This is an optimization exercise on Yosys and OpenROAD, whose aim is small area, not a production implementation.
The RTL was checked by simulation tests, not by an equivalence proof against the original design.
Power figures rest on the tool's default switching activity, not on a simulated workload.

==> design/flow/design.v <==
package gsim_sched_pkg;
  localparam int VEC_LEN        = 16;
  localparam int IDX_W          = $clog2(VEC_LEN);
  localparam int FRAC_W         = 16;
  localparam int WORD_W         = 32;
  localparam int N_ITER_DEFAULT = 64;
  typedef enum logic [2:0] {
    S_IDLE,
    S_LOAD,
    S_ITER,
    S_DRAIN,
    S_OUT
  } state_t;
endpackage
import gsim_sched_pkg::*;
module gsim_sched #(
  parameter int N_ITER = N_ITER_DEFAULT
) (
  input  logic                clk,
  input  logic                reset,
  input  logic                in_en,
  input  logic [15:0]         b_in,
  output logic [WORD_W-1:0]   cu_b,
  output logic [WORD_W-1:0]   cu_x0,
  output logic [WORD_W-1:0]   cu_x1,
  output logic [WORD_W-1:0]   cu_x2,
  output logic [WORD_W-1:0]   cu_x3,
  output logic [WORD_W-1:0]   cu_x4,
  output logic [WORD_W-1:0]   cu_x5,
  input  logic [WORD_W-1:0]   cu_x_new,
  output logic                out_valid,
  output logic [WORD_W-1:0]   x_out
);
  localparam int                 SWEEP_W    = (N_ITER > 1) ? $clog2(N_ITER) : 1;
  localparam logic [SWEEP_W-1:0] LAST_SWEEP = SWEEP_W'(N_ITER - 1);
  localparam logic [IDX_W-1:0]   LAST_IDX   = IDX_W'(VEC_LEN - 1);
  localparam int                 X_LEN      = VEC_LEN - 2;
  logic               iter;      
  logic               wb_valid;  
  logic [IDX_W-1:0]   cnt;       
  logic [SWEEP_W-1:0] sweep;
  logic [15:0]        bs [VEC_LEN];
  logic [WORD_W-1:0]  xs [X_LEN];
  logic idle, drain, last_cnt, last_issue, b_shift, x_ext, b_en;
  assign drain      = wb_valid & ~iter;
  assign idle       = ~iter & ~wb_valid & ~out_valid;
  assign last_cnt   = (cnt == LAST_IDX);
  assign last_issue = iter & last_cnt & (sweep == LAST_SWEEP);
  assign b_shift    = iter | (idle & in_en);
  assign x_ext      = last_issue | drain | out_valid;  
  assign b_en       = b_shift | x_ext;
  always_ff @(posedge clk) begin
    if (reset) begin
      iter      <= 1'b0;
      wb_valid  <= 1'b0;
      out_valid <= 1'b0;
      cnt       <= '0;
      sweep     <= '0;
    end else begin
      wb_valid <= iter;
      if (b_shift | out_valid) cnt <= cnt + 1'b1;
      if (idle & in_en & last_cnt) iter <= 1'b1;
      if (iter & last_cnt) sweep <= sweep + 1'b1;
      if (last_issue) iter <= 1'b0;
      if (drain) out_valid <= 1'b1;
      if (out_valid & last_cnt) out_valid <= 1'b0;
    end
  end
  always_ff @(posedge clk) begin
    if (b_en) begin
      bs[0] <= iter ? bs[VEC_LEN-1] : ~b_in;
      for (int i = 1; i < VEC_LEN; i++) bs[i] <= bs[i-1];
      if (x_ext) begin
        bs[12] <= xs[X_LEN-1][15:0];
        bs[14] <= xs[X_LEN-1][31:16];
      end
    end
  end
  logic [WORD_W-1:0] x_new_n;
  assign x_new_n = ~(cu_x_new & {WORD_W{wb_valid}});
  always_ff @(posedge clk) begin
    xs[0] <= x_new_n;
    for (int i = 1; i < X_LEN; i++) xs[i] <= xs[i-1];
  end
  logic off_b, off_0, off_1, off_2, off_3, off_4, off_5, off_o;
  assign off_b = ~iter;
  assign off_0 = ~(iter & (cnt != '0));
  assign off_1 = ~(iter & (cnt <= IDX_W'(VEC_LEN - 2)));
  assign off_2 = ~(iter & (cnt >= IDX_W'(2)));
  assign off_3 = ~(iter & (cnt <= IDX_W'(VEC_LEN - 3)));
  assign off_4 = ~(iter & (cnt >= IDX_W'(3)));
  assign off_5 = ~(iter & (cnt <= IDX_W'(VEC_LEN - 4)));
  assign off_o = ~out_valid;
  assign cu_b  = {~(bs[VEC_LEN-1] | {16{off_b}}), {FRAC_W{1'b0}}};
  assign cu_x0 = ~(x_new_n | {WORD_W{off_0}});
  assign cu_x1 = ~(xs[13]  | {WORD_W{off_1}});
  assign cu_x2 = ~(xs[0]   | {WORD_W{off_2}});
  assign cu_x3 = ~(xs[12]  | {WORD_W{off_3}});
  assign cu_x4 = ~(xs[1]   | {WORD_W{off_4}});
  assign cu_x5 = ~(xs[11]  | {WORD_W{off_5}});
  assign x_out = ~({bs[15], bs[13]} | {WORD_W{off_o}});
endmodule
==> design/flow/flow/run.sh <==
#!/bin/bash
# Standard ORFS flow (the standard.sh) with the settings in flow/extra.mk
# appended to the standard flow's config.mk: smaller port buffers and a leaner clock tree.
set -e
cat flow/extra.mk >> config.mk
bash standard.sh > standard.log 2>&1
==> design/flow/flow/extra.mk <==
export BUFFER_PORTS_ARGS = -buffer_cell sky130_fd_sc_hd__buf_1
export CTS_ARGS = -sink_clustering_enable -repair_clock_nets -dont_use_dummy_load -buf_list {sky130_fd_sc_hd__clkbuf_8} -sink_clustering_size 20 -sink_clustering_max_diameter 120
export SKIP_REPAIR_TIE_FANOUT = 1
==> design/flow/standard.sh <==
#!/bin/bash
# synth_recipe.tcl (not shown) runs the flow's synth.tcl, then flattens the netlist and writes it again
# the make line also repeats each setting of config.mk as NAME=value (left out here)
make -C /OpenROAD-flow-scripts/flow DESIGN_CONFIG=/design/flow/config.mk WORK_HOME=/design/flow/orfs CLKGATE_MAP_FILE= SYNTH_SCRIPT=/design/flow/synth_recipe.tcl "${@:-finish}"
==> design/flow/config.mk <==
export PLATFORM = sky130hd
export DESIGN_NAME = gsim_sched
export DESIGN_NICKNAME = gsim_sched
export VERILOG_FILES = /design/flow/design.v
export SDC_FILE = /design/flow/constraint.sdc
export NUM_CORES = 4
export LEC_CHECK = 0
export ABC_AREA = 1
export CAP_MARGIN = 0
export CORE_MARGIN = 2
export CORE_UTILIZATION = 40
export SLEW_MARGIN = 0
export BUFFER_PORTS_ARGS = -buffer_cell sky130_fd_sc_hd__buf_1
export CTS_ARGS = -sink_clustering_enable -repair_clock_nets -dont_use_dummy_load -buf_list {sky130_fd_sc_hd__clkbuf_8} -sink_clustering_size 20 -sink_clustering_max_diameter 120
export SKIP_REPAIR_TIE_FANOUT = 1
==> design/flow/constraint.sdc <==
create_clock -name core_clock -period 7.0 [get_ports {clk}]
set_input_delay 1.4000 -clock core_clock [delete_from_list [all_inputs] [get_ports {clk}]]
set_output_delay 1.4000 -clock core_clock [all_outputs]
set_load 0.01 [all_outputs]
==> metrics.csv, run 1 <==
stage,metric,value,unit
global_routing,grt_max_degree,199,
timing,worst_slack,3020,ps
global_routing,grt_usage,12.9,%
logic_synthesis,synth_fp_nets,1302,
timing,max_freq,251,MHz
global_routing,antenna_found_initial,1,
route,via_count,9447,
die,die_x,223,um
logic_synthesis,synth_area,19300,um2
cells_and_area,syn2layout_area_growth,11.4,%
die,coreArea,47600,um2
timing,fin_crit,3980,ps
timing,tns,0,ps
cells_and_area,nets,1591,
power_and_ir_drop,power.share.clock,26.7,%
timing,worstMarginPinSlew,1020,ps
worst_setup_path,crit_path_top_delay_cell,o31ai_4,
power_and_ir_drop,p_per_area,287,nW/um2
logic_synthesis,synth_cells,1246,
logic_synthesis,ys_warn_count,3,
clocking,clk_pin_slew_worst_paths,120,ps
die,dieHeight,223,um
route,wl_per_cell,15.4,um
route,drt-pass1-iter-count,5,
min_path,min_to,xs[3][1],
clocking,cts_tree,done,
power_and_ir_drop,seq_power_share,72.2,%
timing,slew-limit-headroom,32.3,%
min_path,min_from,xs[2][1],
global_routing,grt_pass1_wl,48800,um
worst_setup_path,critPathBufInv,3,
cells_and_area,final_common_cell,dfxtp_1,
worst_setup_path,arrival,2580,ps
timing,rsz0062_at_grt,false,
clocking,clock_path_buffers,3,
logic_synthesis,ys_ff_latch,717,
placed_design,portBuffers,291,
placed_design,gp_congestion,0.787,
global_routing,grtUsageMet2,20.5,%
route,detail-route-antenna-nets,0,
min_path,hold_path.class,flip-flop to flip-flop,
clocking,cts_setup_buffers,0,
clocking,h-tree-depth,2,
placed_design,dp_slack,3100,ps
die,initial_utilization,40.4,%
job,cap_viol_max_count,0,
logic_synthesis,synth-seq-area-share,87.8,%
clocking,hold_buffers,0,
worst_setup_path,cp-end-kind,output port,
status,status,finished clean,
worst_setup_path,cpPeakStageDelay,510,ps
route,finalWirelength,33000,um
global_routing,met1_usage,17.4,%
cells_and_area,antennaDiodeCount,0,
global_routing,top_usage_layer,met2,
route,drc,0,
die,rows,80,
min_path,hold_depth,0,
cells_and_area,regArea,16900,um2
power_and_ir_drop,peakVddDrop,146,uV
power_and_ir_drop,internal_power,4.96,mW
clocking,cts-buffers-inserted,41,
route,drt_iter0_markers,671,
clocking,cts.sinks,717,
worst_setup_path,reg2reg_setup_slack,3120,ps
timing,setup_violations,0,
timing,finalCritPeriodShare,56.9,%
logic_synthesis,avgSynthCellArea,15.5,um2
die,die_area,49900,um2
logic_synthesis,synth.distinct_cells,29,
die,ios,308,
worst_setup_path,path_delay_family,buffers and inverters,
cells_and_area,drive_above_1_share,4.24,%
worst_setup_path,path_max_fanout,22,
worst_setup_path,crit_path_cell_trace,inv_1 > ha_1 > o31ai_4 > buf_4 > nor2_1 > buf_1,
cells_and_area,fillers,4261,
timing,finalHoldViolCount,0,
clocking,root_buffer,clkbuf_8,
worst_setup_path,start_kind,flip-flop,
worst_setup_path,worst-setup-path-type,flip-flop to output port,
power_and_ir_drop,swShare,19.4,%
worst_setup_path,crit_start,cnt[0],
cells_and_area,multiInputGateArea,2000,um2
cells_and_area,final_cell_mix,"461 x dfxtp_1, 291 x buf_1, 257 x nor2_1, 256 x edfxtp_1, 112 x nand2_1",
route,vias_per_cell,4.40,
worst_setup_path,reg2reg_to,bs[7][5],
clocking,insertion_delay,630,ps
worst_setup_path,worst-r2r-cell-count,6,
worst_setup_path,worst_ep_required_time,5600,ps
global_routing,grt_pass1_vias,8857,
timing,finClkSkew,59.1,ps
placed_design,dp_hpwl,22000,um
global_routing,met3_usage,2.87,%
global_routing,grt_remaining_overflow,0,
worst_setup_path,r2r_start,iter,
power_and_ir_drop,p_leak,7.60,nW
timing,slew_violations,0,
clocking,post_cts_resize_count,0,
power_and_ir_drop,p_comb_share,1.1,%
power_and_ir_drop,power.switching,1.19,mW
==> power by group through the flow <==
stage          sequential (mW)  clock, mW  combinational (mW)
2_1_floorplan             4.55          0              0.0503
3_3_place_gp              4.54          0              0.0685
3_5_place_dp              4.54          0              0.0705
4_1_cts                   4.45       1.74              0.0706
5_1_grt                   4.45       1.87              0.0784
6_report                  4.44       1.64              0.0693
==> synth_stat cells, drive strengths merged <==
cell type,count,area share [%]
nand3,40,1.1
a211oi,1,0.039
clkinv,1,0.019
o31ai,2,0.22
edfxtp,256,40
clkbuf,3,0.058
conb,1,0.019
inv,11,0.21
nand2,116,2.4
dfxtp,461,48
buf,52,1.6
or2,1,0.032
a21oi,23,0.66
ha,5,0.32
o21ai,8,0.27
nor2,258,5.1
xor2,1,0.045
nand4,6,0.19
==> registers in the layout, summed over array words and instances, names as in the netlist <==
name	cells
iter	1
out_valid	1
xs	448
cnt	4
bs	256
sweep	6
wb_valid	1
==> per-stage QoR <==
step,area [um2],std cells,hold slack (ps),total power [mW],util (%)
after detailed placement,20900,2107,312,4.61,43.9
after CTS,21500,2148,314,6.26,45.1
after floorplan,19300,1246,310,4.60,-
after global routing,21500,2148,311,6.41,45.1
final,21500,2148,321,6.16,45.1
after global placement,20900,2107,309,4.60,43.9
==> worst max path at each step <==
| stage | endpoint | slack (ps) | depth (start not counted) |
|---|---|---|---|
| after floorplan | bs[0][0] | -4490 | 2 |
| after global placement | bs[4][0] | 3150 | 5 |
| after detailed placement | bs[0][1] | 3100 | 5 |
| after CTS | cu_x1[11] | 2910 | 6 |
| after global routing | cu_x1[11] | 2780 | 6 |
| final | cu_x1[11] | 3020 | 6 |
==> cells by family (layout without fill, tap and decap cells) <==
family / Yosys count / after routing / synth area share, %
flops: 717 / 717 / 87.8
simple gates: 421 / 421 / 8.71
buf+inv: 67 / 354 / 1.93
compound gates: 34 / 34 / 1.18
fa+ha+maj: 5 / 5 / 0.325
other cells: 1 / 1 / 0.0195
xor+xnor: 1 / 1 / 0.0455
==> final cells by class <==
class,count,area share [%]
sequential,717,78.8
tap,615,3.58
multi-input combinational,462,9.32
inverter,12,0.210
timing repair buffer,301,5.49
clock buffer,41,2.63
==> worst register-to-register path: cells and delay by family, from the launching register on <==
kind | cells | cell delay [ps]
and+or+nand+nor | 3 | 880
buffers and inverters | 3 | 2010
DFF | 1 | 630
==> per-layer routing <==
metal	vias to the layer above	wire (um)	share of wire (%)
met5	-	13	0.039
met4	2	854	2.6
met3	56	2150	6.5
met2	290	15300	46
met1	4477	14800	45
li1	4622	-	-
==> inputs of run 2 (changes only) <==
==> design/flow/flow/extra.mk (replaced) <==
export BUFFER_PORTS_ARGS = -buffer_cell sky130_fd_sc_hd__buf_1
export CTS_ARGS = -sink_clustering_enable -repair_clock_nets -dont_use_dummy_load -buf_list {sky130_fd_sc_hd__clkbuf_8} -sink_clustering_size 18 -sink_clustering_max_diameter 80
export SKIP_REPAIR_TIE_FANOUT = 1
--- a/design/flow/config.mk
+++ b/design/flow/config.mk
@@ -13,3 +13,3 @@
 export BUFFER_PORTS_ARGS = -buffer_cell sky130_fd_sc_hd__buf_1
-export CTS_ARGS = -sink_clustering_enable -repair_clock_nets -dont_use_dummy_load -buf_list {sky130_fd_sc_hd__clkbuf_8} -sink_clustering_size 20 -sink_clustering_max_diameter 120
+export CTS_ARGS = -sink_clustering_enable -repair_clock_nets -dont_use_dummy_load -buf_list {sky130_fd_sc_hd__clkbuf_8} -sink_clustering_size 18 -sink_clustering_max_diameter 80
 export SKIP_REPAIR_TIE_FANOUT = 1
==> metrics.csv, run 2 <==
stage,metric,value,unit,change
logic_synthesis,async_flop_share,0,%,unchanged
global_routing,grt_pass1_wl,48800,um,about the same
die,dieHeight,223,um,unchanged
route,detail-route-antenna-nets,0,,unchanged
logic_synthesis,synth_edf_count,256,,unchanged
clocking,root_buffer,clkbuf_8,,
logic_synthesis,synth.most_common_cell,dfxtp_1,,
power_and_ir_drop,peakVddDrop,170,uV,+16%
power_and_ir_drop,p_per_area,290,nW/um2,+1.1%
logic_synthesis,synth_cells,1246,,unchanged
timing,fin_crit,4010,ps,+25.8 ps
status,status,finished clean,,
global_routing,grt_usage,12.9,%,+0.071 points
timing,worst_slack,2990,ps,-25.8 ps
route,drc,0,,unchanged
cells_and_area,final_cell_mix,"461 x dfxtp_1, 291 x buf_1, 257 x nor2_1, 256 x edfxtp_1, 112 x nand2_1",,
logic_synthesis,avgSynthCellArea,15.5,um2,unchanged
timing,slew_violations,0,,unchanged
route,finalWirelength,33200,um,+0.36%
min_path,min_from,xs[10][17],,
timing,setup_violations,0,,unchanged
cells_and_area,final_common_cell,dfxtp_1,,
power_and_ir_drop,p_total,6.25,mW,+1.5%
worst_setup_path,arrival,2610,ps,+30 ps
die,initial_utilization,40.4,%,unchanged
worst_setup_path,worst-r2r-cell-count,6,,unchanged
logic_synthesis,yosys-top-cells-count,"461 x dfxtp_1, 257 x nor2_1, 256 x edfxtp_1",,
clocking,h-tree-depth,2,,unchanged
placed_design,gp_congestion,0.787,,unchanged
die,rows,80,,unchanged
min_path,min_to,xs[11][17],,
logic_synthesis,synth-seq-area-share,87.8,%,unchanged
cells_and_area,largest_reg_flops,448,,unchanged
min_path,hold_path.class,flip-flop to flip-flop,,
cells_and_area,top_register,xs,,
clocking,cts-buffers-inserted,47,,+15%
worst_setup_path,reg2reg_to,bs[14][2],,
global_routing,grt_max_degree,199,,unchanged
timing,worstMarginPinSlew,995,ps,-20.8 ps
clocking,clk_pin_slew_worst_paths,110,ps,about the same
cells_and_area,antennaDiodeCount,0,,unchanged
clocking,insertion_delay,650,ps,+20 ps
worst_setup_path,start_kind,flip-flop,,
die,die_area,49900,um2,unchanged
placed_design,dp_hpwl,22000,um,unchanged
timing,rsz0062_at_grt,false,,
cells_and_area,drive_above_1_share,4.61,%,+0.37 points
worst_setup_path,reg2reg_setup_slack,3150,ps,+30 ps
worst_setup_path,worst-setup-path-type,flip-flop to output port,,
logic_synthesis,synth_fp_nets,1302,,unchanged
worst_setup_path,worst_ep_required_time,5600,ps,about the same
placed_design,portBuffers,291,,unchanged
die,ios,308,,unchanged
logic_synthesis,synthFlopType,dfxtp_1,,
power_and_ir_drop,p_leak,7.64,nW,+0.57%
logic_synthesis,yosys.area.top_type_share,47.9,%,unchanged
timing,finClkSkew,70.7,ps,+11.6 ps
route,via_count,9406,,-0.43%
logic_synthesis,synth.distinct_cells,29,,unchanged
timing,max_freq,250,MHz,-0.64%
route,drt_iter0_markers,623,,-7.2%
worst_setup_path,path_max_fanout,22,,unchanged
route,vias_per_cell,4.37,,-0.71%
route,wl_per_cell,15.4,um,about the same
timing,finalHoldViolCount,0,,unchanged
die,die_x,223,um,unchanged
die,coreArea,47600,um2,unchanged
global_routing,grt_remaining_overflow,0,,unchanged
cells_and_area,top_regs,"xs (448), bs (256), sweep (6)",,
worst_setup_path,r2r_start,iter,,
clocking,post_cts_resize_count,0,,unchanged
global_routing,antenna_found_initial,1,,unchanged
placed_design,dp_slack,3100,ps,unchanged
cells_and_area,syn2layout_area_growth,11.9,%,
logic_synthesis,ys_ff_latch,717,,unchanged
cells_and_area,nets,1597,,+0.38%
worst_setup_path,cp-end-kind,output port,,
clocking,cts_tree,done,,
min_path,hold_depth,0,,unchanged
job,cap_viol_max_count,0,,unchanged
clocking,cts.sinks,717,,unchanged
logic_synthesis,synth_top_area_cell,dfxtp_1,,
cells_and_area,fillers,4255,,-0.14%
logic_synthesis,synth_area,19300,um2,unchanged
clocking,cts_setup_buffers,0,,unchanged
timing,slew-limit-headroom,33.7,%,+1.4 points
logic_synthesis,ys_warn_count,3,,unchanged
clocking,clock_path_buffers,3,,unchanged
worst_setup_path,cpPeakStageDelay,510,ps,about the same
route,drt-pass1-iter-count,5,,unchanged
worst_setup_path,crit_path_cell_trace,inv_1 > ha_1 > o31ai_4 > buf_4 > nor2_1 > buf_1,,
clocking,hold_buffers,0,,unchanged
worst_setup_path,crit_path_top_delay_cell,o31ai_4,,
logic_synthesis,yosys-top-cells-area,"dfxtp_1 48%, edfxtp_1 40%, nor2_1 5.0%",,
timing,finalCritPeriodShare,57.2,%,+0.37 points
global_routing,grt_pass1_vias,8908,,+0.58%
-- run 2: cell counts after synthesis --
No cell type changed its count.
-- run 2: stage by stage --
step | hold WS [ps] | cells | TNS, ps | instance area (um2) | util [%]
4_1_cts | 262 | 2154 | 0 | 21600 | 45.2
3_5_place_dp | 312 | 2107 | 0 | 20900 | 43.9
6_report | 272 | 2154 | 0 | 21600 | 45.2
2_1_floorplan | 310 | 1246 | -1148270 | 19300 | -
3_3_place_gp | 309 | 2107 | 0 | 20900 | 43.9
5_1_grt | 260 | 2154 | 0 | 21600 | 45.2
-- run 2: cell type report --
cell class | instances | area (um2) | share of cell area, %
clock buffer | 47 | 647 | 3.00
sequential | 717 | 16900 | 78.5
multi-input combinational | 462 | 2000 | 9.28
timing repair buffer | 301 | 1180 | 5.47
inverter | 12 | 45.0 | 0.209
tap | 615 | 769 | 3.57
-- run 2: cells by family after synthesis --
logic type / synth area share, %
buffers and inverters: 1.93
adder cells (fa/ha/maj): 0.325
flip-flops: 87.8
AND/OR/NAND/NOR: 8.71
XOR/XNOR: 0.0455
AO/OA/AOI/OAI: 1.18
other: 0.0195
-- run 2: worst max path at each step --
stage	startpoint	endpoint	slack, ps
finish	cnt[0]	cu_x1[11]	2990
global route	cnt[0]	cu_x1[11]	2760
CTS	cnt[0]	cu_x1[11]	2880
detailed placement	in_en	bs[0][1]	3100
global placement	in_en	bs[4][0]	3150
floorplan	in_en	bs[0][0]	-4490
-- run 2: power breakdown --
part | switching (mW) | leakage (nW) | total [mW] | internal (mW)
clock | 1.13 | 0.338 | 1.74 | 0.605
combinational | 0.0509 | 1.07 | 0.0690 | 0.0181
sequential | 0.0326 | 6.24 | 4.44 | 4.41
total | 1.22 | 7.64 | 6.25 | 5.03
-- run 2: layer usage --
metal / share of wire, % / vias to the layer above / GRT usage [%] / wire (um)
li1: - / 4629 / - / -
met1: 44 / 4435 / 17.1 / 14700
met2: 46 / 279 / 20.4 / 15200
met3: 6.7 / 61 / 3.24 / 2220
met4: 3.0 / 2 / 5.40 / 1010
met5: 0.030 / - / 0 / 10
-- run 2: critical path, delay by kind of cell, from the launching register on --
kind                       cells  cell delay, ps
buffers and inverters          3             640
AOI/OAI and AO/OA              1             510
DFF                            1             470
adders and majority gates      1             240
and+or+nand+nor                1             100
==> inputs of run 3 (changes only) <==
--- a/design/flow/config.mk
+++ b/design/flow/config.mk
@@ -10,3 +10,4 @@
 export CORE_MARGIN = 2
-export CORE_UTILIZATION = 40
+export CORE_UTILIZATION = 70
+export PLACE_DENSITY = 0.8
 export SLEW_MARGIN = 0
==> metrics.csv, run 3 <==
stage,metric,value,unit,change
global_routing,grt_remaining_overflow,0,,unchanged
min_path,hold_path.class,flip-flop to flip-flop,,
route,drc,0,,unchanged
timing,slew-limit-headroom,21.9,%,-12 points
worst_setup_path,path_max_fanout,18,,-18%
die,die_x,170,um,-24%
power_and_ir_drop,p_per_area,291,nW/um2,+0.41%
cells_and_area,fin_area,21200,um2,-1.8%
clocking,clk_pin_slew_worst_paths,110,ps,about the same
logic_synthesis,synth_fp_nets,1302,,unchanged
clocking,post_cts_resize_count,0,,unchanged
global_routing,antenna_found_initial,0,,-1
route,drt-pass1-iter-count,5,,unchanged
timing,finalHoldViolCount,0,,unchanged
logic_synthesis,synth.distinct_cells,29,,unchanged
clocking,root_buffer,clkbuf_8,,
placed_design,portBuffers,291,,unchanged
route,wl_per_cell,16.1,um,+4.6%
die,initial_utilization,71.3,%,+31 points
die,die_area,28900,um2,-42%
timing,finClkSkew,50.2,ps,-20.5 ps
timing,slew_violations,0,,unchanged
power_and_ir_drop,peakVddDrop,233,uV,+37%
cells_and_area,top_register,xs,,
logic_synthesis,yosys.area.top_type_share,47.9,%,unchanged
logic_synthesis,synth_area,19300,um2,unchanged
placed_design,gp_congestion,0.888,,+13%
worst_setup_path,worst-setup-path-type,flip-flop to output port,,
logic_synthesis,synth_top_area_cell,dfxtp_1,,
clocking,hold_buffers,0,,unchanged
logic_synthesis,avgSynthCellArea,15.5,um2,unchanged
timing,rsz0062_at_grt,false,,
global_routing,grt_max_degree,232,,+17%
clocking,cts_tree,done,,
placed_design,dp_hpwl,20200,um,-8.2%
cells_and_area,nets,1594,,-0.19%
worst_setup_path,crit_path_cell_trace,inv_1 > ha_1 > o31ai_4 > buf_4 > nor2_1 > buf_1,,
global_routing,grt_pass1_vias,8861,,-0.53%
cells_and_area,final_cell_mix,"461 x dfxtp_1, 291 x buf_1, 257 x nor2_1, 256 x edfxtp_1, 112 x nand2_1",,
worst_setup_path,worst_ep_required_time,5600,ps,about the same
cells_and_area,final_common_cell,dfxtp_1,,
logic_synthesis,ys_ff_latch,717,,unchanged
cells_and_area,utilization,78.4,%,+33 points
global_routing,grt_usage,20.5,%,+7.6 points
timing,setup_violations,0,,unchanged
logic_synthesis,synth.most_common_cell,dfxtp_1,,
timing,finalCritPeriodShare,59.7,%,+2.5 points
logic_synthesis,ys_warn_count,3,,unchanged
global_routing,grt_pass1_wl,45100,um,-7.5%
worst_setup_path,path_delay_family,compound AO/OA/AOI/OAI gates,,
logic_synthesis,yosys-top-cells-count,"461 x dfxtp_1, 257 x nor2_1, 256 x edfxtp_1",,
clocking,h-tree-depth,2,,unchanged
cells_and_area,antennaDiodeCount,0,,unchanged
worst_setup_path,start_kind,flip-flop,,
logic_synthesis,synth_cells,1246,,unchanged
die,dieHeight,170,um,-24%
logic_synthesis,synth_edf_count,256,,unchanged
placed_design,placed_area,20600,um2,-1.7%
timing,worstMarginPinSlew,1160,ps,+170 ps
clocking,insertion_delay,590,ps,-60 ps
die,ios,308,,unchanged
worst_setup_path,cp-end-kind,output port,,
route,detail-route-antenna-nets,0,,unchanged
worst_setup_path,cpPeakStageDelay,700,ps,+190 ps
worst_setup_path,arrival,2780,ps,+170 ps
timing,max_freq,239,MHz,-4.2%
clocking,cts.sinks,717,,unchanged
power_and_ir_drop,p_leak,7.62,nW,-0.24%
clocking,clock_path_buffers,3,,unchanged
route,finalWirelength,30200,um,-8.9%
worst_setup_path,critPathBufInv,3,,unchanged
worst_setup_path,crit_path_top_delay_cell,o31ai_4,,
die,rows,60,,-25%
status,status,finished clean,,
cells_and_area,largest_reg_flops,448,,unchanged
logic_synthesis,synth-seq-area-share,87.8,%,unchanged
route,drt_iter0_markers,657,,+5.5%
die,coreArea,27000,um2,-43%
job,cap_viol_max_count,0,,unchanged
route,via_count,9548,,+1.5%
logic_synthesis,yosys-top-cells-area,"dfxtp_1 48%, edfxtp_1 40%, nor2_1 5.0%",,
cells_and_area,drive_above_1_share,4.43,%,-0.19 points
clocking,cts_setup_buffers,0,,unchanged
clocking,cts-buffers-inserted,45,,-4.3%
cells_and_area,top_regs,"xs (448), bs (256), sweep (6)",,
timing,fin_crit,4180,ps,+177 ps
logic_synthesis,synthFlopType,dfxtp_1,,
cells_and_area,syn2layout_area_growth,9.91,%,
logic_synthesis,async_flop_share,0,%,unchanged
route,vias_per_cell,5.09,,+16%
## run 3: path summary, 6_finish.rpt
path | start | to | slack (ps) | cells past startpoint
setup / recovery | cnt[1] | cu_x3[31] | 2820 | 6
hold / removal | xs[9][22] | xs[10][22] | 320 | 0
setup reg to reg | iter | bs[6][15] | 3320 | 6
hold reg to reg | xs[9][22] | xs[10][22] | 320 | 0
## run 3: cell type report
type                    count  area [um2]
multi-input cells         462        2000
repair buffers            300        1170
flip-flops and latches    717       16900
well taps                 341         427
inverters                  12        45.0
clock buffers              45         619
fillers                  1509        5850
## run 3: through the flow
step | setup WS, ps | hold slack (ps) | total power [mW] | instances | TNS [ps]
after CTS | 2780 | 325 | 6.22 | 1877 | 0
after global placement | 3540 | 310 | 4.60 | 1832 | 0
after floorplan | -4490 | 310 | 4.60 | 1246 | -1148270
after detailed placement | 3450 | 312 | 4.61 | 1832 | 0
after global routing | 2640 | 334 | 6.38 | 1877 | 0
final | 2820 | 322 | 6.16 | 1877 | 0
## run 3: power breakdown
part	internal, mW	switching, mW	total (mW)
clock	0.581	1.07	1.65
sequential	4.41	0.0337	4.44
combinational	0.0181	0.0506	0.0687
total	5.01	1.16	6.16
## run 3: routing by layer
metal  share of wire [%]  GRT usage, %  wire length (um)
met3                 7.3          4.07              2210
met5                   0             0                 0
met4                 2.9          7.73               881
met2                  49          34.3             14700
met1                  41          27.1             12500
## run 3: kinds of logic (layout without fill, tap and decap cells)
group / count (synthesis) / after routing / synth area share (%)
adders and majority gates: 5 / 5 / 0.325
buffers and inverters: 67 / 357 / 1.93
other: 1 / 1 / 0.0195
xor gates and xnor gates: 1 / 1 / 0.0455
and+or+nand+nor: 421 / 421 / 8.71
AOI/OAI and AO/OA: 34 / 34 / 1.18
DFF: 717 / 717 / 87.8
==> inputs of run 4 (changes only) <==
--- a/design/flow/config.mk
+++ b/design/flow/config.mk
@@ -8,6 +8,7 @@
 export ABC_AREA = 1
+export ABC_CLOCK_PERIOD_IN_PS = 7000
 export CAP_MARGIN = 0
 export CORE_MARGIN = 2
-export CORE_UTILIZATION = 70
-export PLACE_DENSITY = 0.8
+export CORE_UTILIZATION = 60
+export PLACE_DENSITY = 0.7
 export SLEW_MARGIN = 0
==> metrics.csv, run 4 <==
stage,metric,value,unit,change
status,status,finished clean,,
die,dieHeight,183,um,+7.8%
cells_and_area,nets,1595,,+0.063%
clocking,clock_path_buffers,3,,unchanged
job,cap_viol_max_count,0,,unchanged
worst_setup_path,path_max_fanout,20,,+2
logic_synthesis,muxShareOfSynthArea,0,%,unchanged
logic_synthesis,synth.distinct_cells,29,,unchanged
worst_setup_path,arrival,2600,ps,-180 ps
placed_design,portBuffers,291,,unchanged
global_routing,grt_usage,17.5,%,-3.1 points
min_path,hold_depth,0,,unchanged
logic_synthesis,synth_cells,1246,,unchanged
global_routing,grt_max_degree,191,,-18%
global_routing,grt_remaining_overflow,0,,unchanged
timing,rsz0062_at_grt,false,,
clocking,insertion_delay,580,ps,about the same
timing,tns,0,ps,unchanged
worst_setup_path,cp-end-kind,output port,,
cells_and_area,top_register,xs,,
logic_synthesis,synth_fa_ha_area_share,0.325,%,unchanged
timing,max_freq,250,MHz,+4.6%
logic_synthesis,synth-seq-area-share,87.8,%,unchanged
logic_synthesis,async_flop_share,0,%,unchanged
die,die_x,183,um,+7.8%
route,drt-pass1-iter-count,5,,unchanged
global_routing,grt_pass1_vias,8699,,-1.8%
route,finalWirelength,29900,um,-1.1%
timing,worstMarginPinSlew,1120,ps,-48.7 ps
route,vias_per_cell,4.84,,-4.8%
logic_synthesis,yosys-top-cells-count,"461 x dfxtp_1, 257 x nor2_1, 256 x edfxtp_1",,
cells_and_area,final_cell_mix,"461 x dfxtp_1, 291 x buf_1, 257 x nor2_1, 256 x edfxtp_1, 112 x nand2_1",,
logic_synthesis,ys_ff_latch,717,,unchanged
timing,finalHoldViolCount,0,,unchanged
logic_synthesis,yosys-top-cells-area,"dfxtp_1 48%, edfxtp_1 40%, nor2_1 5.0%",,
logic_synthesis,synth_fp_nets,1302,,unchanged
logic_synthesis,synth_edf_count,256,,unchanged
logic_synthesis,yosys.area.top_type_share,47.9,%,unchanged
timing,fin_crit,4000,ps,-185 ps
die,ios,308,,unchanged
die,rows,65,,+8.3%
worst_setup_path,path_depth,6,,unchanged
power_and_ir_drop,p_leak,7.63,nW,about the same
clocking,clk_pin_slew_worst_paths,100,ps,about the same
route,drt_iter0_markers,654,,-0.46%
route,via_count,9389,,-1.7%
worst_setup_path,worst_ep_required_time,5600,ps,about the same
cells_and_area,drive_above_1_share,4.49,%,+0.062 points
die,coreArea,31600,um2,+17%
logic_synthesis,synth_top_family_by_area,simple AND/OR/NAND/NOR gates,,
logic_synthesis,avgSynthCellArea,15.5,um2,unchanged
route,drc,0,,unchanged
power_and_ir_drop,p_per_area,290,nW/um2,-0.28%
power_and_ir_drop,p_total,6.17,mW,+0.11%
route,detail-route-antenna-nets,0,,unchanged
logic_synthesis,synth_area,19300,um2,unchanged
clocking,root_buffer,clkbuf_8,,
cells_and_area,top_regs,"xs (448), bs (256), sweep (6)",,
worst_setup_path,crit_path_top_delay_cell,o31ai_4,,
logic_synthesis,synthSimpleGateAreaFrac,8.71,%,unchanged
worst_setup_path,cpPeakStageDelay,590,ps,-110 ps
global_routing,grt_pass1_wl,45100,um,-0.12%
worst_setup_path,path_delay_family,buffers and inverters,,
logic_synthesis,synth-xor-area-share,0.0455,%,unchanged
logic_synthesis,synthFlopType,dfxtp_1,,
logic_synthesis,synth_top_area_cell,dfxtp_1,,
die,die_area,33600,um2,+16%
worst_setup_path,crit_path_cell_trace,inv_1 > ha_1 > o31ai_4 > buf_4 > nor2_1 > buf_1,,
clocking,post_cts_resize_count,0,,unchanged
timing,finClkSkew,45.5,ps,-4.67 ps
power_and_ir_drop,peakVddDrop,178,uV,-24%
worst_setup_path,start_kind,flip-flop,,
placed_design,gp_congestion,0.879,,-0.98%
clocking,cts_tree,done,,
worst_setup_path,worst-setup-path-type,flip-flop to output port,,
placed_design,dp_hpwl,19900,um,-1.7%
timing,setup_violations,0,,unchanged
cells_and_area,final_common_cell,dfxtp_1,,
clocking,cts.sinks,717,,unchanged
logic_synthesis,synth-compound-area-share,1.18,%,unchanged
min_path,hold_path.class,flip-flop to flip-flop,,
timing,finalCritPeriodShare,57.1,%,-2.6 points
die,initial_utilization,61.1,%,-10 points
clocking,h-tree-depth,2,,unchanged
cells_and_area,syn2layout_area_growth,10.3,%,
worst_setup_path,critPathBufInv,3,,unchanged
clocking,hold_buffers,0,,unchanged
worst_setup_path,reg2reg_setup_slack,3130,ps,-190 ps
timing,slew_violations,0,,unchanged
clocking,cts-buffers-inserted,45,,unchanged
timing,slew-limit-headroom,25.1,%,+3.3 points
logic_synthesis,ys_warn_count,3,,unchanged
clocking,cts_setup_buffers,0,,unchanged
route,wl_per_cell,15.4,um,-4.2%
global_routing,antenna_found_initial,0,,unchanged
cells_and_area,antennaDiodeCount,0,,unchanged
worst_setup_path,worst-r2r-cell-count,6,,unchanged
cells_and_area,largest_reg_flops,448,,unchanged
logic_synthesis,synth.most_common_cell,dfxtp_1,,
==> run 4: final timing paths <==
path	from	endpoint
max	cnt[1]	cu_x3[17]
min	xs[6][11]	xs[7][11]
max reg2reg	iter	bs[15][6]
min reg2reg	xs[6][11]	xs[7][11]
==> run 4: worst reg2reg max path, stage by stage (launching register included) <==
cell and delay (ps):
dfxtp_1 620, inv_2 440, nor2_4 350, nand2_4 290, nand4_1 200, buf_4 650
buf_12 670
==> run 4: routing by layer <==
| metal | up-vias | track usage (%) | share of wire, % |
|---|---|---|---|
| li1 | 4624 | - | - |
| met1 | 4369 | 23.5 | 43 |
| met2 | 337 | 28.5 | 47 |
| met3 | 59 | 4.05 | 7.2 |
| met4 | 0 | 5.76 | 2.9 |
| met5 | - | 0 | 0 |
==> run 4: cells by family (layout without fill, tap and decap cells) <==
| logic type | count (synthesis) | after routing |
|---|---|---|
| compound gates | 34 | 34 |
| other cells | 1 | 1 |
| xor+xnor | 1 | 1 |
| buf+inv | 67 | 358 |
| fa+ha+maj | 5 | 5 |
| simple gates | 421 | 421 |
| flops | 717 | 717 |
==> run 4: cell type report <==
class / count / area [um2]
well taps: 402 / 503
repair buffers: 301 / 1180
flip-flops and latches: 717 / 16900
clock buffers: 45 / 619
fillers: 2301 / 10300
inverters: 12 / 45.0
multi-input cells: 462 / 2000
==> run 4: metrics by stage <==
stage	std cells	setup slack [ps]	hold slack (ps)	util, %	instance area, um2
floorplan	1246	-4490	310	-	19300
global placement	1894	3290	310	65.4	20600
detailed placement	1894	3200	312	65.4	20600
CTS	1939	2920	299	67.4	21300
global route	1939	2790	314	67.4	21300
finish	1939	3000	302	67.4	21300
==> run 4: power by group <==
part	total [mW]	leakage, nW	switching, mW	internal, mW
registers	4.44	6.24	0.0328	4.41
logic	0.0684	1.07	0.0503	0.0181
clock network	1.66	0.324	1.08	0.581
total	6.17	7.63	1.16	5.01
==> inputs of run 5 (changes only) <==
--- a/design/flow/config.mk
+++ b/design/flow/config.mk
@@ -8,3 +8,2 @@
 export ABC_AREA = 1
-export ABC_CLOCK_PERIOD_IN_PS = 7000
 export CAP_MARGIN = 0
==> metrics.csv, run 5 <==
stage,metric,value,unit,change
timing,finalCritPeriodShare,57.1,%,unchanged
die,rows,65,,unchanged
clocking,post_cts_resize_count,0,,unchanged
cells_and_area,fin_area,21300,um2,unchanged
power_and_ir_drop,p_per_area,290,nW/um2,unchanged
logic_synthesis,synth_top_area_cell,dfxtp_1,,
global_routing,grt_remaining_overflow,0,,unchanged
logic_synthesis,avgSynthCellArea,15.5,um2,unchanged
worst_setup_path,worst_ep_required_time,5600,ps,about the same
logic_synthesis,ys_ff_latch,717,,unchanged
route,drc,0,,unchanged
worst_setup_path,start_kind,flip-flop,,
clocking,insertion_delay,580,ps,about the same
global_routing,grt_max_degree,191,,unchanged
power_and_ir_drop,power.switching,1.16,mW,unchanged
die,die_x,183,um,unchanged
cells_and_area,top_regs,"xs (448), bs (256), sweep (6)",,
logic_synthesis,synth_cells,1246,,unchanged
route,drt_iter0_markers,654,,unchanged
logic_synthesis,ys_warn_count,3,,unchanged
route,drt-pass1-iter-count,5,,unchanged
logic_synthesis,yosys-top-cells-area,"dfxtp_1 48%, edfxtp_1 40%, nor2_1 5.0%",,
placed_design,gp_congestion,0.879,,unchanged
clocking,clock_path_buffers,3,,unchanged
route,vias_per_cell,4.84,,unchanged
global_routing,grt_pass1_vias,8699,,unchanged
die,coreArea,31600,um2,unchanged
clocking,cts-buffers-inserted,45,,unchanged
clocking,cts.sinks,717,,unchanged
power_and_ir_drop,p_comb_share,1.1,%,about the same
cells_and_area,largest_reg_flops,448,,unchanged
logic_synthesis,yosys-top-cells-count,"461 x dfxtp_1, 257 x nor2_1, 256 x edfxtp_1",,
job,cap_viol_max_count,0,,unchanged
cells_and_area,drive_above_1_share,4.49,%,unchanged
timing,finalHoldViolCount,0,,unchanged
power_and_ir_drop,power.share.clock,26.9,%,about the same
timing,finClkSkew,45.5,ps,unchanged
clocking,root_buffer,clkbuf_8,,
status,status,finished clean,,
timing,slew-limit-headroom,25.1,%,unchanged
cells_and_area,final_cell_mix,"461 x dfxtp_1, 291 x buf_1, 257 x nor2_1, 256 x edfxtp_1, 112 x nand2_1",,
power_and_ir_drop,internal_power,5.01,mW,unchanged
cells_and_area,final_common_cell,dfxtp_1,,
die,dieHeight,183,um,unchanged
worst_setup_path,worst-setup-path-type,flip-flop to output port,,
logic_synthesis,yosys.area.top_type_share,47.9,%,unchanged
clocking,clk_pin_slew_worst_paths,100,ps,about the same
power_and_ir_drop,p_total,6.17,mW,unchanged
die,initial_utilization,61.1,%,unchanged
global_routing,antenna_found_initial,0,,unchanged
logic_synthesis,synth_edf_count,256,,unchanged
die,ios,308,,unchanged
worst_setup_path,arrival,2600,ps,about the same
clocking,cts_setup_buffers,0,,unchanged
worst_setup_path,path_max_fanout,20,,unchanged
timing,slew_violations,0,,unchanged
worst_setup_path,reg2reg_setup_slack,3130,ps,about the same
min_path,hold_path.class,flip-flop to flip-flop,,
power_and_ir_drop,seq_power_share,72.0,%,about the same
placed_design,dp_hpwl,19900,um,unchanged
route,wl_per_cell,15.4,um,unchanged
clocking,cts_tree,done,,
worst_setup_path,cp-end-kind,output port,,
timing,setup_violations,0,,unchanged
global_routing,grt_pass1_wl,45100,um,unchanged
cells_and_area,syn2layout_area_growth,10.3,%,unchanged
timing,worstMarginPinSlew,1120,ps,unchanged
logic_synthesis,synth.distinct_cells,29,,unchanged
clocking,h-tree-depth,2,,unchanged
logic_synthesis,synth.most_common_cell,dfxtp_1,,
logic_synthesis,synth-seq-area-share,87.8,%,unchanged
route,via_count,9389,,unchanged
clocking,hold_buffers,0,,unchanged
power_and_ir_drop,p_leak,7.63,nW,unchanged
route,detail-route-antenna-nets,0,,unchanged
logic_synthesis,synth_area,19300,um2,unchanged
power_and_ir_drop,peakVddDrop,178,uV,unchanged
cells_and_area,antennaDiodeCount,0,,unchanged
logic_synthesis,synth_fp_nets,1302,,unchanged
logic_synthesis,async_flop_share,0,%,unchanged
logic_synthesis,synthFlopType,dfxtp_1,,
global_routing,grt_usage,17.5,%,unchanged
timing,rsz0062_at_grt,false,,
power_and_ir_drop,swShare,18.8,%,unchanged
die,die_area,33600,um2,unchanged
placed_design,placed_area,20600,um2,unchanged
placed_design,portBuffers,291,,unchanged
route,finalWirelength,29900,um,unchanged
cells_and_area,top_register,xs,,
cells_and_area,nets,1595,,unchanged
timing,max_freq,250,MHz,unchanged
timing,fin_crit,4000,ps,unchanged
## run 5: worst max-delay path, stage by stage, from the launching register on
cell     delay [ps]
dfxtp_1         490
inv_1           160
ha_1            250
o31ai_4         590
buf_4           340
nor2_1           70
buf_1           130
## run 5: kinds of logic (layout without fill, tap and decap cells)
kind of cell             Yosys count  count (layout)  share of synthesized area, %
flip-flops                       717             717                          87.8
adder cells (fa/ha/maj)            5               5                         0.325
other                              1               1                        0.0195
XOR/XNOR                           1               1                        0.0455
AO/OA/AOI/OAI                     34              34                          1.18
AND/OR/NAND/NOR                  421             421                          8.71
buffers and inverters             67             358                          1.93
## run 5: cell type report
cell class	count	area [um2]
fillers	2301	10300
flip-flops and latches	717	16900
inverters	12	45.0
repair buffers	301	1180
well taps	402	503
multi-input cells	462	2000
clock buffers	45	619
## run 5: final timing paths
path              startpoint   endpoint  cells after the start
setup / recovery      cnt[1]  cu_x3[17]                      6
hold / removal     xs[6][11]  xs[7][11]                      0
setup reg to reg        iter  bs[15][6]                      6
hold reg to reg    xs[6][11]  xs[7][11]                      0
## run 5: layer usage
metal,track usage [%],share of wire (%),vias to the layer above
met2,28.5,47,337
met1,23.5,43,4369
li1,-,-,4624
met5,0,0,-
met4,5.76,2.9,0
met3,4.05,7.2,59
## run 5: stage by stage
stage	setup TNS [ps]	std cells	setup WS (ps)	util (%)	hold WS, ps
after floorplan	-1148270	1246	-4490	-	310
after global placement	0	1894	3290	65.4	310
after detailed placement	0	1894	3200	65.4	312
after CTS	0	1939	2920	67.4	299
after global routing	0	1939	2790	67.4	314
final	0	1939	3000	67.4	302
## run 5: power groups by stage
stage          sequential, mW  combinational, mW  clock (mW)
2_1_floorplan            4.55             0.0503           0
3_3_place_gp             4.54             0.0667           0
3_5_place_dp             4.54             0.0694           0
4_1_cts                  4.44             0.0691        1.74
5_1_grt                  4.45             0.0769        1.89
6_report                 4.44             0.0684        1.66
==> inputs of run 6 (changes only) <==
--- a/design/flow/config.mk
+++ b/design/flow/config.mk
@@ -8,2 +8,3 @@
 export ABC_AREA = 1
+export ABC_CLOCK_PERIOD_IN_PS = 100000
 export CAP_MARGIN = 0
==> metrics.csv, run 6 <==
stage,metric,value,unit,change
timing,max_freq,250,MHz,unchanged
placed_design,dp_hpwl,19900,um,unchanged
worst_setup_path,cpPeakStageDelay,590,ps,about the same
cells_and_area,top_register,xs,,
logic_synthesis,synth-seq-area-share,87.8,%,unchanged
logic_synthesis,yosys-top-cells-area,"dfxtp_1 48%, edfxtp_1 40%, nor2_1 5.0%",,
logic_synthesis,synth.distinct_cells,29,,unchanged
clocking,cts-buffers-inserted,45,,unchanged
cells_and_area,syn2layout_area_growth,10.3,%,unchanged
job,cap_viol_max_count,0,,unchanged
timing,finalHoldViolCount,0,,unchanged
timing,setup_violations,0,,unchanged
cells_and_area,fin_area,21300,um2,unchanged
timing,finalCritPeriodShare,57.1,%,unchanged
cells_and_area,fillers,2301,,unchanged
global_routing,grt_remaining_overflow,0,,unchanged
cells_and_area,top_regs,"xs (448), bs (256), sweep (6)",,
worst_setup_path,path_delay_family,buffers and inverters,,
timing,rsz0062_at_grt,false,,
clocking,root_buffer,clkbuf_8,,
placed_design,placed_cells,1894,,unchanged
logic_synthesis,async_flop_share,0,%,unchanged
die,dieHeight,183,um,unchanged
worst_setup_path,worst_ep_required_time,5600,ps,about the same
logic_synthesis,avgSynthCellArea,15.5,um2,unchanged
worst_setup_path,critPathBufInv,3,,unchanged
clocking,clk_pin_slew_worst_paths,100,ps,about the same
worst_setup_path,start_kind,flip-flop,,
die,die_x,183,um,unchanged
clocking,clock_path_buffers,3,,unchanged
route,detail-route-antenna-nets,0,,unchanged
worst_setup_path,crit_path_top_delay_cell,o31ai_4,,
placed_design,gp_congestion,0.879,,unchanged
logic_synthesis,ys_ff_latch,717,,unchanged
cells_and_area,fin_cells,1939,,unchanged
timing,fin_crit,4000,ps,unchanged
cells_and_area,final_cell_mix,"461 x dfxtp_1, 291 x buf_1, 257 x nor2_1, 256 x edfxtp_1, 112 x nand2_1",,
timing,slew-limit-headroom,25.1,%,unchanged
route,drt-pass1-iter-count,5,,unchanged
min_path,hold_path.class,flip-flop to flip-flop,,
clocking,post_cts_resize_count,0,,unchanged
power_and_ir_drop,p_per_area,290,nW/um2,unchanged
worst_setup_path,path_max_fanout,20,,unchanged
logic_synthesis,synth_edf_count,256,,unchanged
global_routing,grt_max_degree,191,,unchanged
cells_and_area,largest_reg_flops,448,,unchanged
global_routing,grt_pass1_wl,45100,um,unchanged
route,drc,0,,unchanged
clocking,cts_tree,done,,
cells_and_area,final_common_cell,dfxtp_1,,
global_routing,grt_pass1_vias,8699,,unchanged
logic_synthesis,synthFlopType,dfxtp_1,,
worst_setup_path,cp-end-kind,output port,,
die,coreArea,31600,um2,unchanged
global_routing,antenna_found_initial,0,,unchanged
logic_synthesis,synth.most_common_cell,dfxtp_1,,
worst_setup_path,worst-setup-path-type,flip-flop to output port,,
cells_and_area,utilization,67.4,%,unchanged
route,finalWirelength,29900,um,unchanged
timing,slew_violations,0,,unchanged
logic_synthesis,yosys.area.top_type_share,47.9,%,unchanged
logic_synthesis,synth_top_area_cell,dfxtp_1,,
global_routing,grt_usage,17.5,%,unchanged
placed_design,portBuffers,291,,unchanged
clocking,h-tree-depth,2,,unchanged
die,die_area,33600,um2,unchanged
logic_synthesis,synth_cells,1246,,unchanged
timing,worstMarginPinSlew,1120,ps,unchanged
cells_and_area,drive_above_1_share,4.49,%,unchanged
route,wl_per_cell,15.4,um,unchanged
logic_synthesis,ys_warn_count,3,,unchanged
power_and_ir_drop,peakVddDrop,178,uV,unchanged
power_and_ir_drop,p_total,6.17,mW,unchanged
timing,tns,0,ps,unchanged
cells_and_area,antennaDiodeCount,0,,unchanged
placed_design,dp_slack,3200,ps,unchanged
route,via_count,9389,,unchanged
timing,hold-worst-slack,302,ps,unchanged
timing,finClkSkew,45.5,ps,unchanged
route,drt_iter0_markers,654,,unchanged
worst_setup_path,reg2reg_setup_slack,3130,ps,about the same
die,rows,65,,unchanged
clocking,insertion_delay,580,ps,about the same
die,ios,308,,unchanged
timing,worst_slack,3000,ps,unchanged
status,status,finished clean,,
cells_and_area,nets,1595,,unchanged
placed_design,placed_area,20600,um2,unchanged
power_and_ir_drop,p_leak,7.63,nW,unchanged
clocking,cts.sinks,717,,unchanged
worst_setup_path,arrival,2600,ps,about the same
logic_synthesis,synth_fp_nets,1302,,unchanged
logic_synthesis,synth_area,19300,um2,unchanged
clocking,hold_buffers,0,,unchanged
route,vias_per_cell,4.84,,unchanged
worst_setup_path,crit_path_cell_trace,inv_1 > ha_1 > o31ai_4 > buf_4 > nor2_1 > buf_1,,
logic_synthesis,yosys-top-cells-count,"461 x dfxtp_1, 257 x nor2_1, 256 x edfxtp_1",,
die,initial_utilization,61.1,%,unchanged
clocking,cts_setup_buffers,0,,unchanged
run 6: cell counts in the layout (fill, tap and decap cells not counted):
Identical to the previous run, type by type.
run 6: routing by layer:
| metal | wire (um) | up-vias | track usage (%) |
|---|---|---|---|
| met4 | 853 | 0 | 5.76 |
| met2 | 14200 | 337 | 28.5 |
| met3 | 2150 | 59 | 4.05 |
| met1 | 12700 | 4369 | 23.5 |
| li1 | - | 4624 | - |
| met5 | 0 | - | 0 |
run 6: power breakdown:
| group | total [mW] | switching (mW) | internal (mW) |
|---|---|---|---|
| Combinational | 0.0684 | 0.0503 | 0.0181 |
| Clock | 1.66 | 1.08 | 0.581 |
| Sequential | 4.44 | 0.0328 | 4.41 |
| Total | 6.17 | 1.16 | 5.01 |
run 6: final cells by class:
| type | count | area (um2) | share of cell area (%) |
|---|---|---|---|
| Inverter | 12 | 45.0 | 0.212 |
| Timing Repair Buffer | 301 | 1180 | 5.55 |
| Clock buffer | 45 | 619 | 2.91 |
| Multi-Input combinational cell | 462 | 2000 | 9.41 |
| Sequential cell | 717 | 16900 | 79.6 |
| Tap cell | 402 | 503 | 2.37 |
run 6: kinds of logic after synthesis:
logic type               Yosys count  synth area share [%]
flip-flops                       717                  87.8
AND/OR/NAND/NOR                  421                  8.71
buffers and inverters             67                  1.93
AO/OA/AOI/OAI                     34                  1.18
adder cells (fa/ha/maj)            5                 0.325
XOR/XNOR                           1                0.0455
other                              1                0.0195
run 6: final timing paths:
check | from | endpoint | cells past startpoint
setup / recovery | cnt[1] | cu_x3[17] | 6
hold / removal | xs[6][11] | xs[7][11] | 0
setup reg to reg | iter | bs[15][6] | 6
hold reg to reg | xs[6][11] | xs[7][11] | 0
run 6: worst reg2reg max path, stage by stage (launching register included):
cell     delay [ps]
dfxtp_1         620
inv_2           440
nor2_4          350
nand2_4         290
nand4_1         200
buf_4           650
buf_12          670
==> inputs of run 7 (changes only) <==
--- a/design/flow/design.v
+++ b/design/flow/design.v
@@ -79,3 +79,3 @@
   logic [WORD_W-1:0] x_new_n;
-  assign x_new_n = ~(cu_x_new & {WORD_W{wb_valid}});
+  assign x_new_n = ~cu_x_new;
   always_ff @(posedge clk) begin
@@ -87,7 +87,9 @@
   assign off_0 = ~(iter & (cnt != '0));
-  assign off_1 = ~(iter & (cnt <= IDX_W'(VEC_LEN - 2)));
+  logic first_sweep;
+  assign first_sweep = (sweep == '0);
+  assign off_1 = ~(iter & ~first_sweep & (cnt <= IDX_W'(VEC_LEN - 2)));
   assign off_2 = ~(iter & (cnt >= IDX_W'(2)));
-  assign off_3 = ~(iter & (cnt <= IDX_W'(VEC_LEN - 3)));
+  assign off_3 = ~(iter & ~first_sweep & (cnt <= IDX_W'(VEC_LEN - 3)));
   assign off_4 = ~(iter & (cnt >= IDX_W'(3)));
-  assign off_5 = ~(iter & (cnt <= IDX_W'(VEC_LEN - 4)));
+  assign off_5 = ~(iter & ~first_sweep & (cnt <= IDX_W'(VEC_LEN - 4)));
   assign off_o = ~out_valid;
--- a/design/flow/config.mk
+++ b/design/flow/config.mk
@@ -8,3 +8,2 @@
 export ABC_AREA = 1
-export ABC_CLOCK_PERIOD_IN_PS = 100000
 export CAP_MARGIN = 0
@@ -12,4 +11,7 @@
 export CORE_UTILIZATION = 60
+export GPL_ROUTABILITY_DRIVEN = 0
+export GPL_TIMING_DRIVEN = 0
 export PLACE_DENSITY = 0.7
 export SLEW_MARGIN = 0
+export TNS_END_PERCENT = 0
 export BUFFER_PORTS_ARGS = -buffer_cell sky130_fd_sc_hd__buf_1
==> metrics.csv, run 7 <==
stage,metric,value,unit,change
status,status,finished clean,,
timing,finalCritPeriodShare,58.4,%,+1.3 points
min_path,hold_path.class,flip-flop to flip-flop,,
route,drc,0,,unchanged
logic_synthesis,synth-seq-area-share,88.0,%,+0.22 points
global_routing,top_usage_layer,met2,,
logic_synthesis,synth_area,19200,um2,-0.25%
route,wl_per_cell,16.2,um,+4.9%
global_routing,antenna_found_initial,1,,+1
global_routing,met3_usage,5.24,%,+1.2 points
clocking,insertion_delay,590,ps,about the same
timing,slew_violations,0,,unchanged
timing,slew-limit-headroom,48.2,%,+23 points
logic_synthesis,synth_fp_nets,1307,,+0.38%
route,drt_iter0_markers,586,,-10%
worst_setup_path,worst-setup-path-type,flip-flop to output port,,
clocking,clk_pin_slew_worst_paths,100,ps,about the same
logic_synthesis,synth_edf_count,256,,unchanged
worst_setup_path,path_max_fanout,10,,-50%
die,die_x,183,um,-0.12%
route,finalWirelength,32400,um,+8.4%
timing,fin_crit,4090,ps,+90.4 ps
cells_and_area,drive_above_1_share,6.80,%,+2.3 points
logic_synthesis,synth.distinct_cells,27,,-6.9%
cells_and_area,utilization,68.8,%,+1.4 points
clocking,cts_tree,done,,
min_path,hold_depth,0,,unchanged
logic_synthesis,synth_top_area_cell,dfxtp_1,,
cells_and_area,top_register,xs,,
placed_design,dp_hpwl,23100,um,+16%
die,ios,308,,unchanged
logic_synthesis,synth_fa_ha_area_share,0.391,%,+0.066 points
cells_and_area,syn2layout_area_growth,12.9,%,
logic_synthesis,avgSynthCellArea,15.4,um2,-0.57%
cells_and_area,top_regs,"xs (448), bs (256), sweep (6)",,
logic_synthesis,synth-compound-area-share,0.918,%,-0.26 points
die,die_area,33500,um2,-0.24%
cells_and_area,nets,1661,,+4.1%
logic_synthesis,async_flop_share,0,%,unchanged
die,initial_utilization,60.9,%,-0.15 points
cells_and_area,final_common_cell,dfxtp_1,,
logic_synthesis,yosys.area.top_type_share,48.0,%,+0.12 points
timing,max_freq,245,MHz,-2.2%
timing,finalHoldViolCount,0,,unchanged
clocking,h-tree-depth,2,,unchanged
logic_synthesis,ys_warn_count,3,,unchanged
timing,setup_violations,0,,unchanged
global_routing,grt_max_degree,20,,-90%
logic_synthesis,synth_top_family_by_area,simple AND/OR/NAND/NOR gates,,
global_routing,grt_usage,19.1,%,+1.6 points
timing,rsz0062_at_grt,false,,
job,cap_viol_max_count,0,,unchanged
die,rows,65,,unchanged
timing,tns,0,ps,unchanged
placed_design,portBuffers,291,,unchanged
timing,finClkSkew,52.6,ps,+7.04 ps
worst_setup_path,reg2reg_setup_slack,3730,ps,+600 ps
cells_and_area,fin_area,21700,um2,+2.1%
logic_synthesis,yosys-top-cells-count,"461 x dfxtp_1, 256 x edfxtp_1, 256 x nor2_1",,
power_and_ir_drop,p_per_area,295,nW/um2,+1.5%
worst_setup_path,arrival,2690,ps,+90 ps
clocking,hold_buffers,0,,unchanged
logic_synthesis,synthSimpleGateAreaFrac,8.16,%,-0.55 points
clocking,cts-buffers-inserted,45,,unchanged
logic_synthesis,synthFlopType,dfxtp_1,,
global_routing,grt_pass1_wl,48100,um,+6.8%
power_and_ir_drop,p_leak,8.58,nW,+12%
route,drt-pass1-iter-count,4,,-1
clocking,clock_path_buffers,3,,unchanged
global_routing,grt_remaining_overflow,0,,unchanged
logic_synthesis,synth_cells,1250,,+0.32%
clocking,root_buffer,clkbuf_8,,
timing,hold-worst-slack,319,ps,+16.4 ps
global_routing,grt_pass1_vias,9175,,+5.5%
cells_and_area,final_cell_mix,"461 x dfxtp_1, 293 x buf_1, 256 x nor2_1, 256 x edfxtp_1, 85 x nand2_1",,
worst_setup_path,worst-r2r-cell-count,9,,+3
timing,worstMarginPinSlew,778,ps,-338 ps
route,detail-route-antenna-nets,0,,unchanged
clocking,cts_setup_buffers,0,,unchanged
worst_setup_path,worst_ep_required_time,5600,ps,about the same
worst_setup_path,cp-end-kind,output port,,
power_and_ir_drop,peakVddDrop,201,uV,+13%
die,dieHeight,183,um,-0.12%
global_routing,met1_usage,23.8,%,+0.31 points
route,vias_per_cell,4.81,,-0.57%
placed_design,placed_area,21100,um2,+2.1%
route,via_count,9653,,+2.8%
clocking,post_cts_resize_count,0,,unchanged
logic_synthesis,muxShareOfSynthArea,0,%,unchanged
logic_synthesis,yosys-top-cells-area,"dfxtp_1 48%, edfxtp_1 40%, nor2_1 5.0%",,
die,coreArea,31600,um2,unchanged
cells_and_area,largest_reg_flops,448,,unchanged
logic_synthesis,synth-xor-area-share,0.0456,%,+0.00011 points
worst_setup_path,start_kind,flip-flop,,
cells_and_area,fillers,2196,,-4.6%
clocking,cts.sinks,717,,unchanged
global_routing,grtUsageMet2,31.8,%,+3.3 points
logic_synthesis,synth.most_common_cell,dfxtp_1,,
logic_synthesis,ys_ff_latch,717,,unchanged
-- run 7: changes by cell type in the layout (fill, tap and decap cells not counted), moves of 7 or more --
cell / change
inv_1: +35
nand2_1: -27
buf_2: +22
buf_8: +14
buf_4: +7
clkbuf_1: +7
-- run 7: path summary, 6_finish.rpt --
check | from | endpoint
hold reg to reg | xs[2][3] | xs[3][3]
setup / recovery | cnt[0] | cu_x1[14]
hold / removal | xs[2][3] | xs[3][3]
setup reg to reg | iter | bs[15][4]
-- run 7: metrics by stage --
stage          total power, mW  setup WS [ps]  std cells
2_1_floorplan             4.77          -4490       1250
3_3_place_gp              4.82          -7920       1943
3_5_place_dp              4.81           3530       1959
4_1_cts                   6.46           2910       2004
5_1_grt                   6.64           2790       2005
6_report                  6.39           2910       2005
-- run 7: cells by family after synthesis --
family,Yosys count
DFF,717
and+or+nand+nor,394
buffers and inverters,97
AOI/OAI and AO/OA,34
adders and majority gates,6
xor gates and xnor gates,1
other,1
-- run 7: report_power, final --
| part | internal [mW] | leakage, nW | switching (mW) |
|---|---|---|---|
| clock network | 0.581 | 0.324 | 1.10 |
| logic | 0.0372 | 1.86 | 0.0588 |
| registers | 4.55 | 6.39 | 0.0758 |
| total | 5.16 | 8.58 | 1.23 |
-- run 7: layout make-up --
| class | instances | area, um2 | share of cell area [%] |
|---|---|---|---|
| Sequential cell | 717 | 16900 | 77.9 |
| Multi-Input combinational cell | 436 | 1850 | 8.51 |
| Timing Repair Buffer | 307 | 1340 | 6.18 |
| Clock buffer | 45 | 619 | 2.85 |
| Tap cell | 402 | 503 | 2.32 |
| Buffer | 50 | 298 | 1.37 |
| Inverter | 47 | 176 | 0.813 |
| Antenna cell | 1 | 2.50 | 0.0115 |
-- run 7: layer usage --
metal | share of wire (%) | vias to the layer above | wire [um]
met5 | 0 | - | 0
met4 | 3.4 | 0 | 1100
met3 | 8.0 | 70 | 2600
met2 | 48 | 352 | 15500
met1 | 41 | 4492 | 13200
li1 | - | 4739 | -
-- run 7: worst max-delay path, stage by stage, from the launching register on --
cell,delay (ps)
dfxtp_1,490
inv_1,110
ha_1,200
nor2_1,110
nand2_1,60
nand2_1,290
clkbuf_1,480
nor2_1,210
buf_1,180
==> inputs of run 8 (changes only) <==
--- a/design/flow/config.mk
+++ b/design/flow/config.mk
@@ -11,3 +11,2 @@
 export CORE_UTILIZATION = 60
-export GPL_ROUTABILITY_DRIVEN = 0
 export GPL_TIMING_DRIVEN = 0
@@ -15,3 +14,2 @@
 export SLEW_MARGIN = 0
-export TNS_END_PERCENT = 0
 export BUFFER_PORTS_ARGS = -buffer_cell sky130_fd_sc_hd__buf_1
==> metrics.csv, run 8 <==
stage,metric,value,unit,change
timing,finalCritPeriodShare,58.4,%,unchanged
global_routing,grt_pass1_wl,48100,um,unchanged
clocking,insertion_delay,590,ps,about the same
worst_setup_path,reg2reg_setup_slack,3730,ps,about the same
route,drt_iter0_markers,586,,unchanged
clocking,h-tree-depth,2,,unchanged
die,rows,65,,unchanged
route,wl_per_cell,16.2,um,unchanged
timing,finalHoldViolCount,0,,unchanged
global_routing,grt_usage,19.1,%,unchanged
logic_synthesis,async_flop_share,0,%,unchanged
logic_synthesis,avgSynthCellArea,15.4,um2,unchanged
die,initial_utilization,60.9,%,unchanged
timing,slew-limit-headroom,48.2,%,unchanged
worst_setup_path,worst_ep_required_time,5600,ps,about the same
logic_synthesis,synth-xor-area-share,0.0456,%,unchanged
worst_setup_path,arrival,2690,ps,about the same
route,detail-route-antenna-nets,0,,unchanged
logic_synthesis,synth_edf_count,256,,unchanged
route,drc,0,,unchanged
cells_and_area,top_register,xs,,
cells_and_area,final_cell_mix,"461 x dfxtp_1, 293 x buf_1, 256 x nor2_1, 256 x edfxtp_1, 85 x nand2_1",,
worst_setup_path,worst-setup-path-type,flip-flop to output port,,
power_and_ir_drop,p_comb_share,1.5,%,about the same
power_and_ir_drop,internal_power,5.16,mW,unchanged
clocking,post_cts_resize_count,0,,unchanged
placed_design,placed_area,21100,um2,unchanged
die,dieHeight,183,um,unchanged
min_path,hold_path.class,flip-flop to flip-flop,,
global_routing,antenna_found_initial,1,,unchanged
route,vias_per_cell,4.81,,unchanged
worst_setup_path,cp-end-kind,output port,,
power_and_ir_drop,seq_power_share,72.3,%,about the same
logic_synthesis,synth-seq-area-share,88.0,%,unchanged
clocking,cts-buffers-inserted,45,,unchanged
cells_and_area,syn2layout_area_growth,12.9,%,unchanged
cells_and_area,fin_cells,2005,,unchanged
logic_synthesis,synth-compound-area-share,0.918,%,unchanged
power_and_ir_drop,p_leak,8.58,nW,unchanged
route,via_count,9653,,unchanged
power_and_ir_drop,p_per_area,295,nW/um2,unchanged
logic_synthesis,synth_top_family_by_area,simple AND/OR/NAND/NOR gates,,
cells_and_area,fin_area,21700,um2,unchanged
clocking,cts_tree,done,,
power_and_ir_drop,swShare,19.2,%,unchanged
timing,worstMarginPinSlew,778,ps,unchanged
die,coreArea,31600,um2,unchanged
logic_synthesis,yosys.area.top_type_share,48.0,%,unchanged
logic_synthesis,ys_warn_count,3,,unchanged
timing,slew_violations,0,,unchanged
cells_and_area,drive_above_1_share,6.80,%,unchanged
worst_setup_path,start_kind,flip-flop,,
placed_design,portBuffers,291,,unchanged
clocking,clock_path_buffers,3,,unchanged
logic_synthesis,synth.most_common_cell,dfxtp_1,,
status,status,finished clean,,
die,ios,308,,unchanged
logic_synthesis,synthFlopType,dfxtp_1,,
power_and_ir_drop,peakVddDrop,201,uV,unchanged
global_routing,met1_usage,23.8,%,unchanged
logic_synthesis,synthSimpleGateAreaFrac,8.16,%,unchanged
cells_and_area,nets,1661,,unchanged
logic_synthesis,yosys-top-cells-count,"461 x dfxtp_1, 256 x edfxtp_1, 256 x nor2_1",,
power_and_ir_drop,power.switching,1.23,mW,unchanged
power_and_ir_drop,power.share.clock,26.2,%,about the same
logic_synthesis,synth_cells,1250,,unchanged
global_routing,met3_usage,5.24,%,unchanged
logic_synthesis,synth_top_area_cell,dfxtp_1,,
timing,max_freq,245,MHz,unchanged
cells_and_area,top_regs,"xs (448), bs (256), sweep (6)",,
logic_synthesis,synth_area,19200,um2,unchanged
run 8: cell counts after synthesis:
No cell type changed its count.
run 8: through the flow:
step	hold slack (ps)	setup WS (ps)	utilization [%]	setup TNS, ps
after floorplan	310	-4490	-	-1148230
after global placement	310	-7920	66.0	-2024800
after detailed placement	312	3530	66.8	0
after CTS	304	2910	68.8	0
after global routing	312	2790	68.8	0
final	319	2910	68.8	0
run 8: worst max-delay path: stages, from the launching register on:
cell      delay, ps
dfxtp_1         490
inv_1           110
ha_1            200
nor2_1          110
nand2_1          60
nand2_1         290
clkbuf_1        480
nor2_1          210
buf_1           180
run 8: path summary, 6_finish.rpt:
kind              startpoint   endpoint  cells past startpoint
hold reg to reg     xs[2][3]   xs[3][3]                      0
setup / recovery      cnt[0]  cu_x1[14]                      8
hold / removal      xs[2][3]   xs[3][3]                      0
setup reg to reg        iter  bs[15][4]                      9
run 8: kinds of logic (layout without fill, tap and decap cells):
| group | after synthesis | count (layout) |
|---|---|---|
| compound gates | 34 | 34 |
| xor+xnor | 1 | 1 |
| fa+ha+maj | 6 | 6 |
| buf+inv | 97 | 449 |
| flops | 717 | 717 |
| other cells | 1 | 2 |
| simple gates | 394 | 394 |
run 8: final cells by class:
class | instances | area [um2]
Antenna cell | 1 | 2.50
Timing Repair Buffer | 307 | 1340
Sequential cell | 717 | 16900
Tap cell | 402 | 503
Multi-Input combinational cell | 436 | 1850
Fill cell | 2196 | 9850
Clock buffer | 45 | 619
Inverter | 47 | 176
Buffer | 50 | 298
run 8: routing by layer:
layer	routed length [um]	vias to the layer above
li1	-	4739
met1	13200	4492
met2	15500	352
met3	2600	70
met4	1100	0
met5	0	-
run 8: power by group through the flow:
| stage | Clock [mW] | Sequential (mW) | Combinational (mW) |
|---|---|---|---|
| after floorplan | 0 | 4.71 | 0.0533 |
| after global placement | 0 | 4.75 | 0.0740 |
| after detailed placement | 0 | 4.72 | 0.0959 |
| after CTS | 1.73 | 4.63 | 0.0958 |
| after global routing | 1.89 | 4.65 | 0.106 |
| final | 1.68 | 4.62 | 0.0959 |

==> re-timing with driven ports <==
Ports are ideal in the flow. The routed layouts listed here were re-timed in OpenROAD.
Step 1, drivers: a clkbuf_16 drives clk and a buf_2 each remaining input, both assumed.
Step 2 times the ports against the registers' clock, not the clock port: input delays grow and output delays shrink by t, the midpoint of the rising clock arrivals with the driver on.
Slacks: no drivers / after step 1 / after step 2; pairs: no drivers / after step 1.
run | shift t [ns] | setup slack, ns
run 1 | 0.645 | 3.020 / 2.973 / 3.056
run 2 | 0.653 | 2.995 / 2.949 / 3.113
run 3 | 0.608 | 2.818 / 2.774 / 3.323
run 4 | 0.604 | 3.003 / 2.959 / 3.131
run 5 | 0.604 | 3.003 / 2.959 / 3.131
run 6 | 0.604 | 3.003 / 2.959 / 3.131
run 7 | 0.617 | 2.912 / 2.864 / 3.481
run 8 | 0.617 | 2.912 / 2.864 / 3.481
After both steps every run listed still meets setup and hold.
